Background: an optimization exercise with open tools, aiming at small area. Do not read the settings as production practice. Function was checked by simulation only, so behaviour that the tests miss may differ from the original. No activity file was given, so power comes from the tool's default toggle rates.

==> design/flow/design.v <==
module snake_seg_match #(
    parameter int MAX_LEN = 64,
    parameter int XW      = 6,
    parameter int YW      = 5,
    parameter int LW      = 7
) (
    input  logic [MAX_LEN-1:0][XW-1:0] seg_x,
    input  logic [MAX_LEN-1:0][YW-1:0] seg_y,
    input  logic [LW-1:0] len,
    input  logic          excl_tail,
    input  logic [XW-1:0] x,
    input  logic [YW-1:0] y,
    output logic          hit,
    output logic          hit_head
);
    always_comb begin
        hit = 1'b0;
        for (int i = 0; i < MAX_LEN; i++) begin
            hit = hit | ((seg_x[i] == x) && (seg_y[i] == y) &&
                         (LW'(i) < len) &&
                         !(excl_tail && (LW'(i + 1) == len)));
        end
        hit_head = (seg_x[0] == x) && (seg_y[0] == y) && (len != LW'(0));
    end
endmodule
module snake_body_engine #(
    parameter int GRID_W    = 40,
    parameter int GRID_H    = 30,
    parameter int XW        = 6,
    parameter int YW        = 5,
    parameter int MAX_LEN   = 64,
    parameter int INIT_LEN  = 3,
    parameter int WRAP_MODE = 0
) (
    input  logic                         clk,
    input  logic                         reset,
    input  logic                         start,
    input  logic                         tick,
    input  logic                         dir_valid,
    input  logic [1:0]                   dir_req,
    input  logic [XW-1:0]                food_x,
    input  logic [YW-1:0]                food_y,
    input  logic [XW-1:0]                query_x,
    input  logic [YW-1:0]                query_y,
    output logic [XW-1:0]                head_x,
    output logic [YW-1:0]                head_y,
    output logic [$clog2(MAX_LEN+1)-1:0] length,
    output logic                         ate,
    output logic                         game_over,
    output logic [1:0]                   over_cause,
    output logic                         query_hit,
    output logic                         query_head
);
    localparam int LW        = $clog2(MAX_LEN + 1);
    localparam bit WALL_KILL = (WRAP_MODE == 32'sd0);
    function automatic logic [XW-1:0] init_x(input int i);
        init_x = (i < INIT_LEN) ? XW'(GRID_W / 2 - i) : XW'(32'd0);
    endfunction
    function automatic logic [YW-1:0] init_y(input int i);
        init_y = (i < INIT_LEN) ? YW'(GRID_H / 2) : YW'(32'd0);
    endfunction
    localparam logic [1:0] DIR_UP     = 2'b00;
    localparam logic [1:0] DIR_DOWN   = 2'b01;
    localparam logic [1:0] DIR_LEFT   = 2'b10;
    localparam logic [1:0] DIR_RIGHT  = 2'b11;
    localparam logic [1:0] CAUSE_NONE = 2'd0;
    localparam logic [1:0] CAUSE_WALL = 2'd1;
    localparam logic [1:0] CAUSE_SELF = 2'd2;
    localparam logic [1:0] ST_IDLE    = 2'd0;
    localparam logic [1:0] ST_RUN     = 2'd1;
    localparam logic [1:0] ST_OVER    = 2'd2;
    function automatic logic [1:0] reverse_dir(input logic [1:0] d);
        logic [1:0] r;
        case (d)
            DIR_UP:    r = DIR_DOWN;
            DIR_DOWN:  r = DIR_UP;
            DIR_LEFT:  r = DIR_RIGHT;
            DIR_RIGHT: r = DIR_LEFT;
            default:   r = DIR_UP;
        endcase
        reverse_dir = r;
    endfunction
    logic [1:0]    state_r;
    logic [1:0]    next_state_s;
    logic [MAX_LEN-1:0][XW-1:0] seg_x_r;
    logic [MAX_LEN-1:0][YW-1:0] seg_y_r;
    logic [LW-1:0] len_r;
    logic [1:0]    heading_r;
    logic [1:0]    pending_r;
    logic [1:0]    eff_dir_s;
    logic [1:0]    ref_dir_s;
    logic          pending_valid_r;
    logic          ate_r, game_over_r, query_hit_r, query_head_r;
    logic [1:0]    cause_r;
    logic [XW-1:0] nx_s;
    logic [YW-1:0] ny_s;
    logic          wall_s, eat_s, self_s, step_s, restart_s, dir_accept_s;
    logic          col_any_s, col_head_s, q_hit_s, q_head_s;
    assign step_s    = tick && (state_r == ST_RUN);
    assign restart_s = start && (state_r != ST_RUN);
    assign eff_dir_s = pending_valid_r ? pending_r : heading_r;
    assign ref_dir_s = step_s ? eff_dir_s : heading_r;
    assign dir_accept_s = dir_valid && (dir_req != reverse_dir(ref_dir_s));
    assign eat_s     = (nx_s == food_x) && (ny_s == food_y);
    assign self_s    = col_any_s | col_head_s;
    always_comb begin
        nx_s   = seg_x_r[0];
        ny_s   = seg_y_r[0];
        wall_s = 1'b0;
        case (eff_dir_s)
            DIR_UP: begin
                if (seg_y_r[0] == YW'(0)) begin
                    ny_s   = YW'(GRID_H - 1);
                    wall_s = WALL_KILL;
                end else begin
                    ny_s = seg_y_r[0] - YW'(1);
                end
            end
            DIR_DOWN: begin
                if (seg_y_r[0] == YW'(GRID_H - 1)) begin
                    ny_s   = YW'(0);
                    wall_s = WALL_KILL;
                end else begin
                    ny_s = seg_y_r[0] + YW'(1);
                end
            end
            DIR_LEFT: begin
                if (seg_x_r[0] == XW'(0)) begin
                    nx_s   = XW'(GRID_W - 1);
                    wall_s = WALL_KILL;
                end else begin
                    nx_s = seg_x_r[0] - XW'(1);
                end
            end
            DIR_RIGHT: begin
                if (seg_x_r[0] == XW'(GRID_W - 1)) begin
                    nx_s   = XW'(0);
                    wall_s = WALL_KILL;
                end else begin
                    nx_s = seg_x_r[0] + XW'(1);
                end
            end
            default: begin
                nx_s = seg_x_r[0];
            end
        endcase
    end
    snake_seg_match #(.MAX_LEN(MAX_LEN), .XW(XW), .YW(YW), .LW(LW)) u_col_match (
        .seg_x     (seg_x_r),
        .seg_y     (seg_y_r),
        .len       (len_r),
        .excl_tail (!eat_s),
        .x         (nx_s),
        .y         (ny_s),
        .hit       (col_any_s),
        .hit_head  (col_head_s)
    );
    snake_seg_match #(.MAX_LEN(MAX_LEN), .XW(XW), .YW(YW), .LW(LW)) u_query_match (
        .seg_x     (seg_x_r),
        .seg_y     (seg_y_r),
        .len       (len_r),
        .excl_tail (1'b0),
        .x         (query_x),
        .y         (query_y),
        .hit       (q_hit_s),
        .hit_head  (q_head_s)
    );
    always_ff @(posedge clk or negedge reset) begin
        if (!reset) begin
            state_r <= ST_IDLE;
        end else begin
            state_r <= next_state_s;
        end
    end
    always_comb begin
        next_state_s = state_r;
        case (state_r)
            ST_IDLE: next_state_s = start ? ST_RUN : ST_IDLE;
            ST_RUN:  next_state_s = (step_s && (wall_s || self_s)) ? ST_OVER : ST_RUN;
            ST_OVER: next_state_s = start ? ST_RUN : ST_OVER;
            default: next_state_s = ST_IDLE;
        endcase
    end
    always_ff @(posedge clk or negedge reset) begin
        if (!reset) begin
            for (int i = 0; i < MAX_LEN; i++) begin
                seg_x_r[i] <= init_x(i);
                seg_y_r[i] <= init_y(i);
            end
            len_r           <= LW'(INIT_LEN);
            heading_r       <= DIR_RIGHT;
            pending_r       <= DIR_RIGHT;
            pending_valid_r <= 1'b0;
            ate_r           <= 1'b0;
            game_over_r     <= 1'b0;
            cause_r         <= CAUSE_NONE;
        end else if (restart_s) begin
            for (int i = 0; i < MAX_LEN; i++) begin
                seg_x_r[i] <= init_x(i);
                seg_y_r[i] <= init_y(i);
            end
            len_r           <= LW'(INIT_LEN);
            heading_r       <= DIR_RIGHT;
            pending_r       <= DIR_RIGHT;
            pending_valid_r <= 1'b0;
            ate_r           <= 1'b0;
            game_over_r     <= 1'b0;
            cause_r         <= CAUSE_NONE;
        end else begin
            ate_r <= 1'b0;
            if (step_s) begin
                heading_r       <= eff_dir_s;
                pending_valid_r <= 1'b0;
            end
            if (dir_accept_s) begin
                pending_r       <= dir_req;
                pending_valid_r <= 1'b1;
            end
            if (step_s) begin
                if (wall_s || self_s) begin
                    game_over_r <= 1'b1;
                    cause_r     <= wall_s ? CAUSE_WALL : CAUSE_SELF;
                end else begin
                    for (int i = 1; i < MAX_LEN; i++) begin
                        seg_x_r[i] <= seg_x_r[i-1];
                        seg_y_r[i] <= seg_y_r[i-1];
                    end
                    seg_x_r[0] <= nx_s;
                    seg_y_r[0] <= ny_s;
                    ate_r      <= eat_s;
                    if (eat_s && (len_r != LW'(MAX_LEN))) begin
                        len_r <= len_r + LW'(1);
                    end
                end
            end
        end
    end
    always_ff @(posedge clk or negedge reset) begin
        if (!reset) begin
            query_hit_r  <= 1'b0;
            query_head_r <= 1'b0;
        end else begin
            query_hit_r  <= q_hit_s;
            query_head_r <= q_head_s;
        end
    end
    assign head_x     = seg_x_r[0];
    assign head_y     = seg_y_r[0];
    assign length     = len_r;
    assign ate        = ate_r;
    assign game_over  = game_over_r;
    assign over_cause = cause_r;
    assign query_hit  = query_hit_r;
    assign query_head = query_head_r;
endmodule
==> design/flow/run.sh <==
#!/bin/bash
# synth_recipe.tcl (not shown) runs the flow's synth.tcl, then flattens the netlist and writes it again
# the make line also repeats each setting of config.mk as NAME=value (left out here)
make -C /OpenROAD-flow-scripts/flow DESIGN_CONFIG=/design/flow/config.mk WORK_HOME=/design/flow/orfs CLKGATE_MAP_FILE= SYNTH_SCRIPT=/design/flow/synth_recipe.tcl finish
==> design/flow/config.mk <==
export PLATFORM = sky130hd
export DESIGN_NAME = snake_body_engine
export DESIGN_NICKNAME = snake_body_engine
export VERILOG_FILES = /design/flow/design.v
export SDC_FILE = /design/flow/constraint.sdc
export NUM_CORES = 4
export LEC_CHECK = 0
export CAP_MARGIN = 20
export CORE_MARGIN = 2
export CORE_UTILIZATION = 40
export SETUP_SLACK_MARGIN = 0.4
export SLEW_MARGIN = 20
==> design/flow/constraint.sdc <==
create_clock -name core_clock -period 7.0 [get_ports {clk}]
set_input_delay 1.4000 -clock core_clock [delete_from_list [all_inputs] [get_ports {clk}]]
set_output_delay 1.4000 -clock core_clock [all_outputs]
set_load 0.01 [all_outputs]
==> run notes <==
top post-synthesis cells by area dfrtp_1, xnor2_1, xor2_1; status no timing/DRC/antenna violations; initial antenna violation count 19; peak supply drop 0.425 mV; vias in the first global route 44300; post-synthesis sequential area ratio 35.9%; Rows 130; total wire length 239 mm; met1 usage 47.0%; routed vias 47000; DR vias/cell 6.29; Post-CTS Hold Buffers 0; FMAX 0.154 GHz; worst-margin pin slew 1340 ps; GRT busiest layer met2; synth unique cells 107; fin nets 5791; CP peak stage delay 830 ps; total CTS buffers 86; Net Switching 12.2 mW; dominant synthesized flop cell dfrtp_1; nature of the critical path startpoint register; clk sinks 724; first-pass GRT wire length 339 mm; All-Layer GR Usage 36.0%; critical path peak fanout 59; Syn Nets 5839; CP endpoint kind register; commonest non-fill, non-tap cells in the layout nand2_1, xnor2_1, dfrtp_1, xor2_1, o21ai_0; synthesized area per cell 8.71 sq um; antenna-violating nets left 0; boundary pin count 53; internal cell power 12.0 mW; post-route clock period utilization 92.7%; pin count of the biggest net entering global routing 198; I/O Buffers 52; leakage 22.9 nW; PnR Total Power 24.3 mW; share of layout cells above drive strength 1 9.24%; Slew headroom 10.2%; clk_skew 47.3 ps; slowest CP cell o21a_2; clock group share of total power 19.6%; 1st-pass router iterations 8; Layout area overhead 12.1%; fin. max-slew vios 0; Die Height 359 microns; Comb power frac 59.4%; RSZ-0062 raised after global routing no; CTS tree done; Clock transition at path regs 60 ps; Design Area, Final 0.0567 sq mm; Switching Share 50.4%; total grt overflow 0; H-tree lvl count 3; Initial Util 40.2%; worst-skew pair later-pin latency 750 ps; Avg WL per Cell 32.0 microns; Post-Syn Instances 5801; Critical Path RT 7560 ps; CP Cell Sequence mux2_2 > nor2_1 > o21a_2 > buf_4 > a222oi_1 > nand4_1 > nor4_1 > a32oi_1 > nand4_1 > nor4_1 > o2111a_1 > nor4b_4 > buf_12 > buf_12 > mux2i_1 > nor2_1; met3 usage 11.1%; Async S/R FF share, synth 100%; Min Hold Slack 494 ps; max cap viols 0; Period minus WS final 6490 ps; Post-DP Area 0.0536 sq mm; most common cell after layout, fill and taps aside nand2_1; DIE AREA 0.129 sq mm; DIE WIDTH 359 microns; Sequential Power Share 20.9%; Root Driver clkbuf_16; DR iter-0 viols 7140; WP data arrival 7050 ps; Post-route DRC 0; Max Buffers Root-to-Sink 3; Tightest Hold Check Type register to register; Fillers 12200; mapped cell area 0.0505 sq mm; number of synthesized flops with an enable pin 0; grt met2 use 51.1%; Placeable Area 0.126 sq mm; final-report hold violation count 0; #FFs+latches synth 724; YS warnings 2; path type of the worst setup path register to register; pwr dens 428 mW/mm^2; TNS Setup 0 ps; # setup viols final 0; hpwl dp 166 mm; post-synth top area share 34.6%; Yosys top cell by area dfrtp_1; Routability Congestion 1.07
-- per-layer routing --
metal	routed length, microns	part of all wire (%)
met1	93700	39
met2	98400	41
met3	28500	12
met4	18600	7.8
met5	126	0.053
-- cells by family after synthesis --
family	after synthesis	share of synthesized area, %
flip-flops	724	35.9
buffers and inverters	532	5.24
multiplexers	274	5.47
AO/OA/AOI/OAI	961	11.6
XOR/XNOR	1240	22.5
AND/OR/NAND/NOR	2061	19.1
adder cells (fa/ha/maj)	9	0.223
-- final timing paths --
kind                                      start           end  slack [ps]  cells past startpoint
worst max-delay path            pending_valid_r  seg_y_r[170]         510                     16
worst min-delay path                 state_r[0]    state_r[1]         490                      1
worst max register to register  pending_valid_r  seg_y_r[170]         510                     16
worst min register to register       state_r[0]    state_r[1]         490                      1
max in group asynchronous                 reset  seg_y_r[130]        4650                      2
min in group asynchronous                 reset   seg_y_r[30]         740                      1
-- cells in the mapped netlist (46+ instances only) --
| cell type | number |
|---|---|
| or3_1 | 60 |
| xnor2_1 | 784 |
| nand3_1 | 111 |
| mux2i_1 | 266 |
| nor3_1 | 103 |
| nand4_1 | 181 |
| nor4_1 | 165 |
| a21oi_1 | 101 |
| o21ai_1 | 159 |
| nand2_1 | 952 |
| xor2_1 | 420 |
| nor2_1 | 334 |
| buf_2 | 96 |
| dfrtp_1 | 699 |
| buf_4 | 46 |
| inv_1 | 46 |
| clkbuf_1 | 253 |
| o21ai_0 | 371 |
| buf_6 | 48 |
-- metrics by stage --
stage / setup WS (ps) / instances / utilization [%]
floorplan: 2300 / 5801 / -
global placement: 511 / 7298 / 42.7
detailed placement: 438 / 7299 / 42.7
CTS: 451 / 7459 / 45.0
global route: 394 / 7471 / 45.1
finish: 509 / 7474 / 45.1
-- worst max-delay path: cells and delay by family, from the launching register on --
family,cells,cell delay [ps]
AND/OR/NAND/NOR,7,1960
AO/OA/AOI/OAI,4,1540
buffers and inverters,3,1140
multiplexers,2,840
flip-flops,1,680
-- power by group through the flow --
stage	Clock, mW	Combinational, mW	Sequential, mW
after floorplan	0	8.66	4.82
after global placement	0	13.5	5.12
after detailed placement	0	13.6	5.12
after CTS	4.81	13.7	5.05
after global routing	4.97	14.8	5.10
final	4.77	14.4	5.08
-- state kept, by name, summed over array words and instances, names as in the netlist --
register,count
query_hit_r,1
cause_r,2
seg_y_r,320
game_over_r,1
pending_r,2
seg_x_r,384
state_r,2
pending_valid_r,1
heading_r,2
query_head_r,1
ate_r,1
len_r,7
-- repair_timing --
action                                  4_1_cts  5_1_grt
buffers inserted                              4       10
gates resized for setup                       0        4
endpoints found under the setup margin       32      297
pin swaps                                     1        3
cloned                                        0        1
-- area by class of cell --
type / count / area (sq um) / area share, %
inverters: 48 / 180 / 0.318
flip-flops and latches: 724 / 18200 / 32.0
repair buffers: 348 / 3350 / 5.91
clock inverters: 22 / 289 / 0.510
multi-input cells: 4545 / 30000 / 53.0
clock buffers: 134 / 2620 / 4.62
diodes: 3 / 7.51 / 0.0132
well taps: 1650 / 2060 / 3.64

## port drivers added, routing unchanged
How much do the figures lean on ideal ports? The routed layout below was timed once more, with nothing changed but the port constraints.
Step 1 sets driving cells, clkbuf_16 on the clock port and buf_2 on the other inputs (assumed; they add their load-dependent delay and slew).
Step 2 adds t to the input delays and takes it off the output delays; t is the mean of the earliest and latest rising clock arrival at the registers after step 1. Input paths then give back, and output paths get back, about the clock's delay inside the block.
Slacks: no drivers / after step 1 / after step 2; pairs: no drivers / after step 1.
shift t [ns]: 0.803
slack for setup (ns): 0.509 / 0.509 / 0.509
hold WS [ns]: 0.494 / 0.494 / 0.494
worst setup path after step 2: register to register
pins driven straight from the clock port: 1
After both steps this run still meets setup and hold. The setup slack of this run moves by 0.000 ns with the drivers and by 0.000 ns with both steps.
